Background: an optimization exercise with open tools, aiming at small area. Do not read the settings as production practice.
In this exercise RTL edits were held to simulation tests only and were not proved equivalent to the original.
The flow treats the clock pin as an ideal source, which a real chip does not have.
Power figures rest on the tool's default switching activity, not on a simulated workload.

Setup of run 1:
// regfile_mp
module regfile_mp
#(
    parameter int DATA_WIDTH    = regfile_pkg::DEF_DATA_WIDTH,
    parameter int ADDRESS_WIDTH = regfile_pkg::DEF_ADDRESS_WIDTH,
    parameter int NUM_REGS      = regfile_pkg::DEF_NUM_REGS,
    parameter int NUM_RD_PORTS  = regfile_pkg::DEF_NUM_RD_PORTS,
    parameter int NUM_WR_PORTS  = regfile_pkg::DEF_NUM_WR_PORTS
) (
    input  logic                                        clk,
    input  logic                                        rst,
    input  logic [NUM_RD_PORTS-1:0][ADDRESS_WIDTH-1:0]  rg_rd_addr,
    output logic [NUM_RD_PORTS-1:0][DATA_WIDTH-1:0]     rg_rd_data,
    output logic [NUM_RD_PORTS-1:0]                     rg_rd_busy,
    input  logic [NUM_WR_PORTS-1:0]                     rg_wrt_en,
    input  logic [NUM_WR_PORTS-1:0][ADDRESS_WIDTH-1:0]  rg_wrt_dest,
    input  logic [NUM_WR_PORTS-1:0][DATA_WIDTH-1:0]     rg_wrt_data,
    input  logic                                        sb_set_en,
    input  logic [ADDRESS_WIDTH-1:0]                    sb_set_dest,
    input  logic                                        sb_flush,
    output logic [NUM_REGS-1:0]                         busy_vec
);
Size in the first run: about 4500 cells after synthesis.
clock: 8.0 ns
lec_check: 0
cap_margin: 20
core_margin: 2
core_utilization: 40
cts_buf_list: sky130_fd_sc_hd__clkbuf_16
cts_cluster_diameter: 80
cts_cluster_size: 22
place_density: 0.5
slew_margin: 20
synth_hierarchical: 1
standard.sh (not shown) runs the stock make flow with config.mk's settings and CLKGATE_MAP_FILE= SYNTH_SCRIPT=/design/flow/synth_recipe.tcl, a recipe that flattens the netlist after the stock synthesis.
==> flow/flow/run.sh <==
#!/bin/bash
# The standard layout (the standard.sh, unchanged synthesis), with the port
# buffers made from buf_2 (which drives the wide input fanouts without extra
# buffers), and padding around a222oi cells in
# every detailed placement (flow/pad.tcl, sourced before detailed placement, CTS
# and global routing).
set -euo pipefail
PAD="$(pwd)/flow/pad.tcl"
bash standard.sh "BUFFER_PORTS_ARGS=-buffer_cell sky130_fd_sc_hd__buf_2" \
  "PRE_DETAIL_PLACE_TCL=$PAD" "PRE_CTS_TCL=$PAD" "PRE_GLOBAL_ROUTE_TCL=$PAD" \
  finish > standard_flow.log 2>&1
==> flow/flow/pad.tcl <==
# Keep one free site on each side of every a222oi cell, whose pins are hard to reach
# on met1 when it abuts other cells.
set_placement_padding -masters sky130_fd_sc_hd__a222oi_1 -left 1 -right 1
Run 1 completed; timing, DRC and antenna clean
--- input diff run 1..run 2 ---
Settings: swapping 80 for 100 in CTS_CLUSTER_DIAMETER; swapping 22 for 25 in CTS_CLUSTER_SIZE.
--- a/flow/flow/run.sh
+++ b/flow/flow/run.sh
@@ -3,2 +3 @@
-# buffers made from buf_2 (which drives the wide input fanouts without extra
-# buffers), and padding around a222oi cells in
+# buffers made from the smallest buffer cell, and padding around a222oi cells in
@@ -9 +8 @@
-bash standard.sh "BUFFER_PORTS_ARGS=-buffer_cell sky130_fd_sc_hd__buf_2" \
+bash standard.sh "BUFFER_PORTS_ARGS=-buffer_cell sky130_fd_sc_hd__buf_1" \
--- a/flow/flow/pad.tcl
+++ b/flow/flow/pad.tcl
@@ -3 +3 @@
-set_placement_padding -masters sky130_fd_sc_hd__a222oi_1 -left 1 -right 1
+set_placement_padding -masters [get_lib_cells sky130_fd_sc_hd__a222oi_1] -left 1 -right 1
## What came out
Comparing run 2 against run 1, there is no change at all in die height. Status: width of the die parity (run 2, run 1). Reported for run 2 and run 1, synthesized area turned out identical to the last digit. The log for run 2 ends in detailed placement with error DPL-0039, so the run never completed. Final estimated routing congestion in global placement came out higher on run 2 than on run 1. Diff run 2..run 1 | I/O pin count | unchanged. Reported for run 2 and run 1, synthesized cell count turned out identical to the last digit. As far as net count after synthesis goes, run 1 and run 2 are indistinguishable; the numbers are identical. As far as floorplan row count goes, run 1 and run 2 are indistinguishable; the numbers are identical.
What run 3 does differently from run 2 at the input level:
Settings: CTS_CLUSTER_SIZE changed from 25 to 22; CORE_UTILIZATION changed from 40 to 50; PLACE_DENSITY changed from 0.5 to 0.6; CTS_CLUSTER_DIAMETER changed from 100 to 80.
--- a/flow/flow/run.sh
+++ b/flow/flow/run.sh
@@ -3 +3,2 @@
-# buffers made from the smallest buffer cell, and padding around a222oi cells in
+# buffers made from buf_2 (which drives the wide input fanouts without extra
+# buffers), and padding around a222oi cells in
@@ -8 +9 @@
-bash standard.sh "BUFFER_PORTS_ARGS=-buffer_cell sky130_fd_sc_hd__buf_1" \
+bash standard.sh "BUFFER_PORTS_ARGS=-buffer_cell sky130_fd_sc_hd__buf_2" \
--- a/flow/flow/pad.tcl
+++ b/flow/flow/pad.tcl
@@ -3 +3 @@
-set_placement_padding -masters [get_lib_cells sky130_fd_sc_hd__a222oi_1] -left 1 -right 1
+set_placement_padding -masters sky130_fd_sc_hd__a222oi_1 -left 1 -right 1
[summary]
Run 3: PASS, flow complete, no timing, DRC or antenna violations
Floorplan row count in run 3 is 10% below run 2.
Delta (run 3 minus run 2): cell area after synthesis neither gained nor lost much; mean instance size in the synthesized netlist neither gained nor lost much; routability-driven placement congestion ratio neither gained nor lost much; initial cell density of the core picked up an extra 10 points.
Diff run 2 -> run 3 | vertical die dimension | down by more than 10%
The synthesized cell count of run 3 and that of run 2 are within noise of each other.
NOTE: die width in run 3 falls short of that of run 2
--- input diff run 3..run 4 ---
Settings: swapping 50 for 40 in CORE_UTILIZATION; swapping 22 for 25 in CTS_CLUSTER_SIZE; swapping 0.6 for 0.5 in PLACE_DENSITY; swapping 80 for 100 in CTS_CLUSTER_DIAMETER.
--- a/flow/flow/run.sh
+++ b/flow/flow/run.sh
@@ -3,2 +3 @@
-# buffers made from buf_2 (which drives the wide input fanouts without extra
-# buffers), and padding around a222oi cells in
+# buffers made from the smallest buffer cell, and padding around a222oi cells in
@@ -9 +8 @@
-bash standard.sh "BUFFER_PORTS_ARGS=-buffer_cell sky130_fd_sc_hd__buf_2" \
+bash standard.sh "BUFFER_PORTS_ARGS=-buffer_cell sky130_fd_sc_hd__buf_1" \
--- outcome ---
- When run 4 is measured against run 3, its iteration count of the initial detailed-routing pass turns out 2 lower.
- Timing endpoint of the critical path: rg_rd_data[0] -> run 3, rg_rd_data[5] -> run 4
- Relative to run 3, the overall power after layout measured on run 4 has decreased slightly.
- Of run 3 and run 4, run 4 shows the lower post-route worst setup slack, with run 3 above it.
- Run 4 vs. run 3: first-pass GRT wire length rose 22000 microns, area of the die now larger, final wirelength rose 7.9%, minimum setup slack after placement fell 0.34 ns.
> inputs changed (run 4 -> run 5)
Settings: PLACE_DENSITY changed from 0.5 to 0.6; CORE_UTILIZATION changed from 40 to 50.
==> flow/flow/run.sh <==
#!/bin/bash
set -euo pipefail
PAD="$(pwd)/flow/pad.tcl"
CTS="-sink_clustering_enable -repair_clock_nets -sink_clustering_size 25"
CTS+=" -sink_clustering_max_diameter 100 -buf_list sky130_fd_sc_hd__clkbuf_16"
CTS+=" -dont_use_dummy_load"
bash standard.sh "BUFFER_PORTS_ARGS=-buffer_cell sky130_fd_sc_hd__buf_2" \
  "PRE_DETAIL_PLACE_TCL=$PAD" "PRE_CTS_TCL=$PAD" "PRE_GLOBAL_ROUTE_TCL=$PAD" \
  "CTS_ARGS=$CTS" finish > standard_flow.log 2>&1
Notes after the runs:
In the tables for run 4 and run 5, clock network latency to the later pin of the worst-skew pair reads higher with run 4. Delta (run 5 minus run 4): total of plain and repair buffers excluding clock buffers dropped 120; amount of wire on met2 after detailed routing down about 10%.

## what the ideal ports hide
The flow's constraints put no driver on any port. The routed layouts listed below were extracted and timed again, unchanged, in two steps.
Step 1 (the two cells are an assumption about what drives the block):
set clk [get_ports {clk}]
set_driving_cell -lib_cell sky130_fd_sc_hd__clkbuf_16 $clk
set_driving_cell -lib_cell sky130_fd_sc_hd__buf_2 [delete_from_list [all_inputs] $clk]
Step 2 moves the port delays by t, midway between the first and last clock arrival at a register: inputs arrive t later, outputs are due t later. That takes back most of the time a late clock gives input paths.
a / b / c = no drivers / after step 1 / after step 2; a / b = the first two.
run | t, ns | setup WS [ns] | slew at the worst register clock pin (ns)
run 1 | 0.806 | 1.245 / 1.223 / 1.223 | 0.10 / 0.10
run 3 | 0.794 | 1.168 / 1.144 / 1.144 | 0.11 / 0.11
run 4 | 0.786 | 1.031 / 1.003 / 1.003 | 0.12 / 0.12
run 5 | 0.778 | 1.215 / 1.190 / 1.190 | 0.11 / 0.11
After both steps every run listed still meets setup and hold. The setup slack of run 4, which loses most, moves by -0.028 ns with the drivers and by -0.028 ns with both steps.
